Context: an optimization exercise on an open-source flow, tuned for small area and a short achievable clock period. The choices shown serve that exercise and are no tape-out recipe. In this exercise RTL edits were held to simulation tests only and were not proved equivalent to the original. Power and IR drop assume default switching activity.

Design l1_ld_responder, start of the top module:
module l1_ld_responder #(
  parameter int unsigned DEPTH    = 64,
  parameter int unsigned LAT      = 2,
  parameter logic [31:0] MISS_PTE = 32'hFFFF_F000
) (
  input  logic                     clk_i,
  input  logic                     resetn_i,
  input  logic [27:0]              l1_va_i,
  input  logic                     l1_va_vld_i,
  input  logic                     l1_cancel_i,
  input  logic                     stall_i,
  output logic [31:0]              l1_pa_o,
  output logic                     l1_vld_o,
  input  logic                     fill_we_i,
  input  logic [$clog2(DEPTH)-1:0] fill_idx_i,
  input  logic [31:0]              fill_data_i,
  input  logic                     inv_all_i,
  output logic [15:0]              cancel_cnt_o,
  output logic [15:0]              miss_cnt_o
);
==> flow/config.mk <==
export PLATFORM = sky130hd
export DESIGN_NAME = l1_ld_responder
export DESIGN_NICKNAME = l1_ld_responder
export VERILOG_FILES = /design/flow/design.v
export SDC_FILE = /design/flow/constraint.sdc
export NUM_CORES = 4
export LEC_CHECK = 0
export CAP_MARGIN = 20
export CORE_MARGIN = 2
export CORE_UTILIZATION = 40
export CTS_CLUSTER_DIAMETER = 50
export CTS_CLUSTER_SIZE = 24
export SETUP_SLACK_MARGIN = 1.5
export SLEW_MARGIN = 20
==> flow/constraint.sdc <==
create_clock -name core_clock -period 4.0 [get_ports {clk_i}]
set_input_delay 0.8000 -clock core_clock [delete_from_list [all_inputs] [get_ports {clk_i}]]
set_output_delay 0.8000 -clock core_clock [all_outputs]
set_load 0.01 [all_outputs]
run.sh (not shown) runs the stock make flow with config.mk's settings and CLKGATE_MAP_FILE= SYNTH_SCRIPT=/design/flow/synth_recipe.tcl, a recipe that flattens the netlist after the stock synthesis.
==> next run, changes <==
--- a/flow/config.mk
+++ b/flow/config.mk
@@ -9,3 +9,3 @@
 export CORE_MARGIN = 2
-export CORE_UTILIZATION = 40
+export CORE_UTILIZATION = 55
 export CTS_CLUSTER_DIAMETER = 50
The new run completed with no timing, DRC or antenna violations.
Area after synthesis does not change.
Non-clock buffer count went up by 37.
Core utilization is higher by 19 points.
Synthesized cell count stays the same.
Power rises by about 0.7%.
Clock power is about the same.
==> next run, changes <==
==> flow/flow/run.sh (new file) <==
#!/bin/bash
# Standard ORFS layout, except that the port buffers that placement inserts are
# plain buf cells (resizable by timing repair) instead of delay-buffer cells.
set -euo pipefail
# standard synthesis, unchanged
bash standard.sh synth > synth.log 2>&1
# rest of the standard flow, with the port buffer cell chosen
bash standard.sh finish "BUFFER_PORTS_ARGS=-buffer_cell sky130_fd_sc_hd__buf_4" > layout.log 2>&1
==> flow/standard.sh (new file) <==
#!/bin/bash
# synth_recipe.tcl (not shown) runs the flow's synth.tcl, then flattens the netlist and writes it again
# the make line also repeats each setting of config.mk as NAME=value (left out here)
make -C /OpenROAD-flow-scripts/flow DESIGN_CONFIG=/design/flow/config.mk WORK_HOME=/design/flow/orfs CLKGATE_MAP_FILE= SYNTH_SCRIPT=/design/flow/synth_recipe.tcl "${@:-finish}"
--- a/flow/config.mk
+++ b/flow/config.mk
@@ -9,5 +9,3 @@
 export CORE_MARGIN = 2
-export CORE_UTILIZATION = 55
-export CTS_CLUSTER_DIAMETER = 50
-export CTS_CLUSTER_SIZE = 24
+export CORE_UTILIZATION = 40
 export SETUP_SLACK_MARGIN = 1.5
removed: flow/run.sh
Sequential cell count stays the same. Die area climbs by 37%. Power climbs by 3.5%.

l1_ld_responder again, from the RTL that the note above started with.
export LEC_CHECK = 0
export CAP_MARGIN = 20
export CORE_MARGIN = 2
export CORE_UTILIZATION = 40
export CTS_BUF_LIST = sky130_fd_sc_hd__clkbuf_8
export SETUP_SLACK_MARGIN = 1.5
export SLEW_MARGIN = 20
create_clock -name core_clock -period 4.0 [get_ports {clk_i}]
standard.sh (not shown) runs the stock make flow with config.mk's settings and CLKGATE_MAP_FILE= SYNTH_SCRIPT=/design/flow/synth_recipe.tcl, a recipe that flattens the netlist after the stock synthesis.
==> flow/flow/run.sh <==
#!/bin/bash
# Standard ORFS layout, except that the port buffers that placement inserts are
# plain buf cells (resizable by timing repair) instead of delay-buffer cells.
set -euo pipefail
# standard synthesis, unchanged
bash standard.sh synth > synth.log 2>&1
# rest of the standard flow, with the port buffer cell chosen
bash standard.sh finish "BUFFER_PORTS_ARGS=-buffer_cell sky130_fd_sc_hd__buf_4" > layout.log 2>&1
The starting point produced a clean layout.
==> next run, changes <==
- SETUP_SLACK_MARGIN: 1.5 -> 1.2
What happened: Clock power hardly moves; routed wire length went down by 0.57%; cell count went down by 0.51%; sequential power is about the same; power is about the same; non-clock buffer count went down by 46; worst setup slack degrades by 0.20 ns.

## afterwards: timing with drivers on the ports
Ports are ideal in the flow. The routed layouts listed here were re-timed in OpenROAD. Step 1: set_driving_cell puts a clkbuf_16 on clk_i and a buf_2 on each other input, an assumption about the parent block. Step 2 adds t to the input delays and takes it off the output delays; t is the mean of the earliest and latest rising clock arrival at the registers after step 1. Input paths then give back, and output paths get back, about the clock's delay inside the block. Slacks: no drivers / after step 1 / after step 2; pairs: no drivers / after step 1.
run | t, ns | setup slack, ns | hold WS [ns] | worst register clock-pin slew, ns
the first run of note 1 | 0.935 | 1.364 / 1.357 / 0.422 | 0.484 / 0.424 / 0.488 | 0.10 / 0.10
the second run of note 1 | 0.924 | 1.303 / 1.360 / 0.436 | 0.011 / -0.031 / 0.488 | 0.09 / 0.09
the third run of note 1 | 0.953 | 1.427 / 1.349 / 0.396 | 0.124 / 0.069 / 0.492 | 0.07 / 0.07
the first run of note 2 | 1.142 | 1.283 / 1.250 / 0.108 | 0.208 / 0.148 / 0.496 | 0.07 / 0.07
the second run of note 2 | 1.175 | 1.085 / 1.059 / -0.115 | 0.071 / 0.021 / 0.497 | 0.07 / 0.07
Met with ideal ports but missed after step 2: setup timing in the second run of note 2. For the second run of note 2, which loses most, drivers alone change the setup slack by -0.026 ns; drivers and shift together by -1.200 ns.
